Background: an optimization exercise with open tools, aiming at small area. Do not read the settings as production practice. The RTL was checked by simulation tests, not by an equivalence proof against the original design.

try-ember:
## mdc_top
module mdc_top (
    input  logic         clk,
    input  logic         rst_n,
    input  logic         in_valid,
    input  logic [14:0]  in_data,
    input  logic [8:0]   in_mode,
    output logic         out_valid,
    output logic [206:0] out_data
);
clock: 25.0 ns
lec_check: 0
abc_area: 1
cap_margin: 20
core_margin: 2
core_utilization: 40
cts_buf_list: sky130_fd_sc_hd__clkbuf_4
setup_slack_margin: 1.0
slew_margin: 20
synth_hierarchical: 1
synth_minimum_keep_size: 0
standard.sh (not shown) runs the stock make flow with config.mk's settings and CLKGATE_MAP_FILE= SYNTH_SCRIPT=/design/flow/synth_recipe.tcl, a recipe that flattens the netlist after the stock synthesis.
==> flow/flow/run.sh <==
#!/bin/bash
set -euo pipefail
bash standard.sh "BUFFER_PORTS_ARGS=-buffer_cell sky130_fd_sc_hd__buf_1" finish > standard_flow.log 2>&1
Edits applied to the flow inputs when going from try-ember to try-amber:
- putting CTS_CLUSTER_SIZE at 15 where nothing was set
- swapping sky130_fd_sc_hd__clkbuf_4 for sky130_fd_sc_hd__clkbuf_8 in CTS_BUF_LIST
- putting CTS_CLUSTER_DIAMETER at 80 where nothing was set
==> flow/flow/run.sh <==
#!/bin/bash
set -euo pipefail
rm -rf abcscripts
cp -r "$FLOW_HOME/scripts" abcscripts
cp flow/abc_area.script abcscripts/abc_area.script
bash standard.sh "SCRIPTS_DIR=$PWD/abcscripts" synth > synth.log 2>&1
bash standard.sh "BUFFER_PORTS_ARGS=-buffer_cell sky130_fd_sc_hd__buf_1" finish > layout.log 2>&1
==> flow/flow/abc_area.script (new file) <==
strash
dch
amap -m -F 30 -A 30
topo
stime -c
[summary]
Die area | try-amber < try-ember. try-ember -> try-amber: estimated wirelength of the detail-placed design decreased by more than 10%. Cmp try-ember and try-amber / count of antenna diodes in the layout / lower: try-amber. Worst setup skew after layout (lower): try-amber. The sequential share of layout area of try-amber is higher than that of try-ember. Diff try-ember -> try-amber: maximum frequency now smaller; core utilization now larger; fill cell total of the finished layout now smaller.
The inputs of try-lagoon differ from those of try-amber as listed below.
- changing CORE_UTILIZATION from 40 to 65
==> flow/flow/run.sh <==
#!/bin/bash
# Own flow = the standard flow (standard.sh) with these changes:
#  2. the floorplan step only removes the synthesis buffers (REMOVE_ABC_BUFFERS=1) instead of
#     running a timing repair on unplaced, unrouted estimates (later steps still repair timing);
#  3. the port buffers use the smallest buffer cell instead of the default delay buffer.
# Every tool's output goes to a log file in this folder.
set -euo pipefail
rm -rf abcscripts
cp -r "$FLOW_HOME/scripts" abcscripts
cp flow/abc_area.script abcscripts/abc_area.script
bash standard.sh "SCRIPTS_DIR=$PWD/abcscripts" synth > synth.log 2>&1
bash standard.sh REMOVE_ABC_BUFFERS=1 "BUFFER_PORTS_ARGS=-buffer_cell sky130_fd_sc_hd__buf_1" finish > layout.log 2>&1
==> flow/flow/abc_area.script <==
strash
dch -f
amap -m -F 50 -A 50 -C 200
topo
stime -c
## What came out
Diff try-amber -> try-lagoon: cell area went down 570 um^2; clock tree cell share of total cell area held; utilization after layout went up 27 points. try-amber → try-lagoon: sequential share of layout area saw an increase; detailed-router iteration count before antenna repair saw a decrease; wire length saw a decrease; cell count after synthesis saw a decrease; worst setup slack saw a decrease.

run A:
Another version of the RTL of mdc_top (not shown whole).
For scale: roughly 1,900 cells after synthesis, ~410 flip-flops, roughly 240 I/O pins.
export LEC_CHECK = 0
export ABC_AREA = 1
export CAP_MARGIN = 20
export CORE_MARGIN = 2
export CORE_UTILIZATION = 65
export CTS_BUF_LIST = sky130_fd_sc_hd__clkbuf_4 sky130_fd_sc_hd__clkbuf_8
export CTS_CLUSTER_DIAMETER = 80
export CTS_CLUSTER_SIZE = 15
export SETUP_SLACK_MARGIN = 1.0
export SLEW_MARGIN = 20
export SYNTH_HIERARCHICAL = 1
export SYNTH_MINIMUM_KEEP_SIZE = 0
create_clock -name core_clock -period 25.0 [get_ports {clk}]
==> flow/flow/run.sh <==
#!/bin/bash
# Own flow = the standard flow (standard.sh) with these changes:
#  2. the floorplan step only removes the synthesis buffers (REMOVE_ABC_BUFFERS=1) instead of
#     running a timing repair on unplaced, unrouted estimates (later steps still repair timing);
#  3. the port buffers use the smallest buffer cell instead of the default delay buffer.
# Every tool's output goes to a log file in this folder.
set -euo pipefail
rm -rf abcscripts
cp -r "$FLOW_HOME/scripts" abcscripts
cp flow/abc_area.script abcscripts/abc_area.script
bash standard.sh "SCRIPTS_DIR=$PWD/abcscripts" synth > synth.log 2>&1
bash standard.sh REMOVE_ABC_BUFFERS=1 "BUFFER_PORTS_ARGS=-buffer_cell sky130_fd_sc_hd__buf_1" finish > layout.log 2>&1
==> flow/flow/abc_area.script <==
strash
dch -f
amap -m -F 50 -A 50 -C 200
topo
stime -c
> inputs changed (run A -> run B)
- CTS_BUF_LIST changed from sky130_fd_sc_hd__clkbuf_4 sky130_fd_sc_hd__clkbuf_8 to sky130_fd_sc_hd__clkbuf_8
- GPL_TIMING_DRIVEN newly set to 0
- SLEW_MARGIN changed from 20 to 0
- CORE_UTILIZATION changed from 65 to 75
- CAP_MARGIN changed from 20 to 0
[summary]
Run B leaves less setup margin than run A.
Changes observed in run B relative to run A: wire length of the first global-routing pass decreased by about 2% relative to the old numbers, met3 global-route usage rose 2.4 points.
Run B against run A: routed wire length lost 630 microns, global-route met2 utilization picked up an extra 9.3 points, multi-input gate share of the layout cell area neither gained nor lost much, number of max-slew violations in the final report picked up an extra 13.
Row final critical path time including I/O delays and setup: run B higher / run A lower
Against run A, number of buffers created by CTS in run B fell by a little under 10%.
Run B ended up with out_data[143]$_DFF_P_ as its end point of the critical path; run A ended up with out_data[152]$_DFF_P_.
| run B | all stages done | FAIL | capacitance limit, slew limit |
Run A: full flow OK, the timing, design-rule and antenna checks passed
For run C, these inputs were changed with respect to run B:
- a change of CORE_UTILIZATION from 75 to 65
- a change of CTS_CLUSTER_SIZE from 15 to 24
- a change of CTS_BUF_LIST from sky130_fd_sc_hd__clkbuf_8 to sky130_fd_sc_hd__clkbuf_16
- a change of CTS_CLUSTER_DIAMETER from 80 to 70
- a change of SLEW_MARGIN from 0 to 20
- a change of CAP_MARGIN from 0 to 20
- a deleted GPL_TIMING_DRIVEN that had been 0
[summary]
- Run C did not stop at any stage, and its layout met the timing, design-rule and antenna checks.
- Compared with run B, run C shows overall die area that has gone up by more than 10%.
- Against run B as the reference, run C delivers a higher maximum number of pins on one net before global-route repair.
- Diff run B -> run C | first-pass GRT wire length | increase of 1300 microns

## re-timing with driven ports
No port has a modelled driver above. Below, the same layouts with a new extraction and two added sets of constraints.
Step 1 sets driving cells, clkbuf_16 on the clock port and buf_2 on the other inputs (assumed; they add their load-dependent delay and slew).
Step 2 adds t to the input delays and takes it off the output delays; t is the mean of the earliest and latest rising clock arrival at the registers after step 1. Input paths then give back, and output paths get back, about the clock's delay inside the block.
a / b / c = ideal / step 1 / step 2; a / b = the first two.
run	shift t [ns]	setup WS [ns]	clock arrival spread, ns	worst slew at a driven data input, ns	cell pins on the clock port's net
try-ember	0.883	4.849 / 4.849 / 4.849	0.091 / 0.090	0.04	1
try-amber	0.661	4.415 / 4.415 / 4.415	0.037 / 0.037	0.04	1
try-lagoon	0.607	3.768 / 3.768 / 3.768	0.024 / 0.024	0.03	1
run A	0.614	3.419 / 3.419 / 3.419	0.032 / 0.032	0.03	1
run B	0.652	1.836 / 1.836 / 1.836	0.034 / 0.034	0.03	1
run C	0.599	3.466 / 3.466 / 3.466	0.024 / 0.024	0.03	1
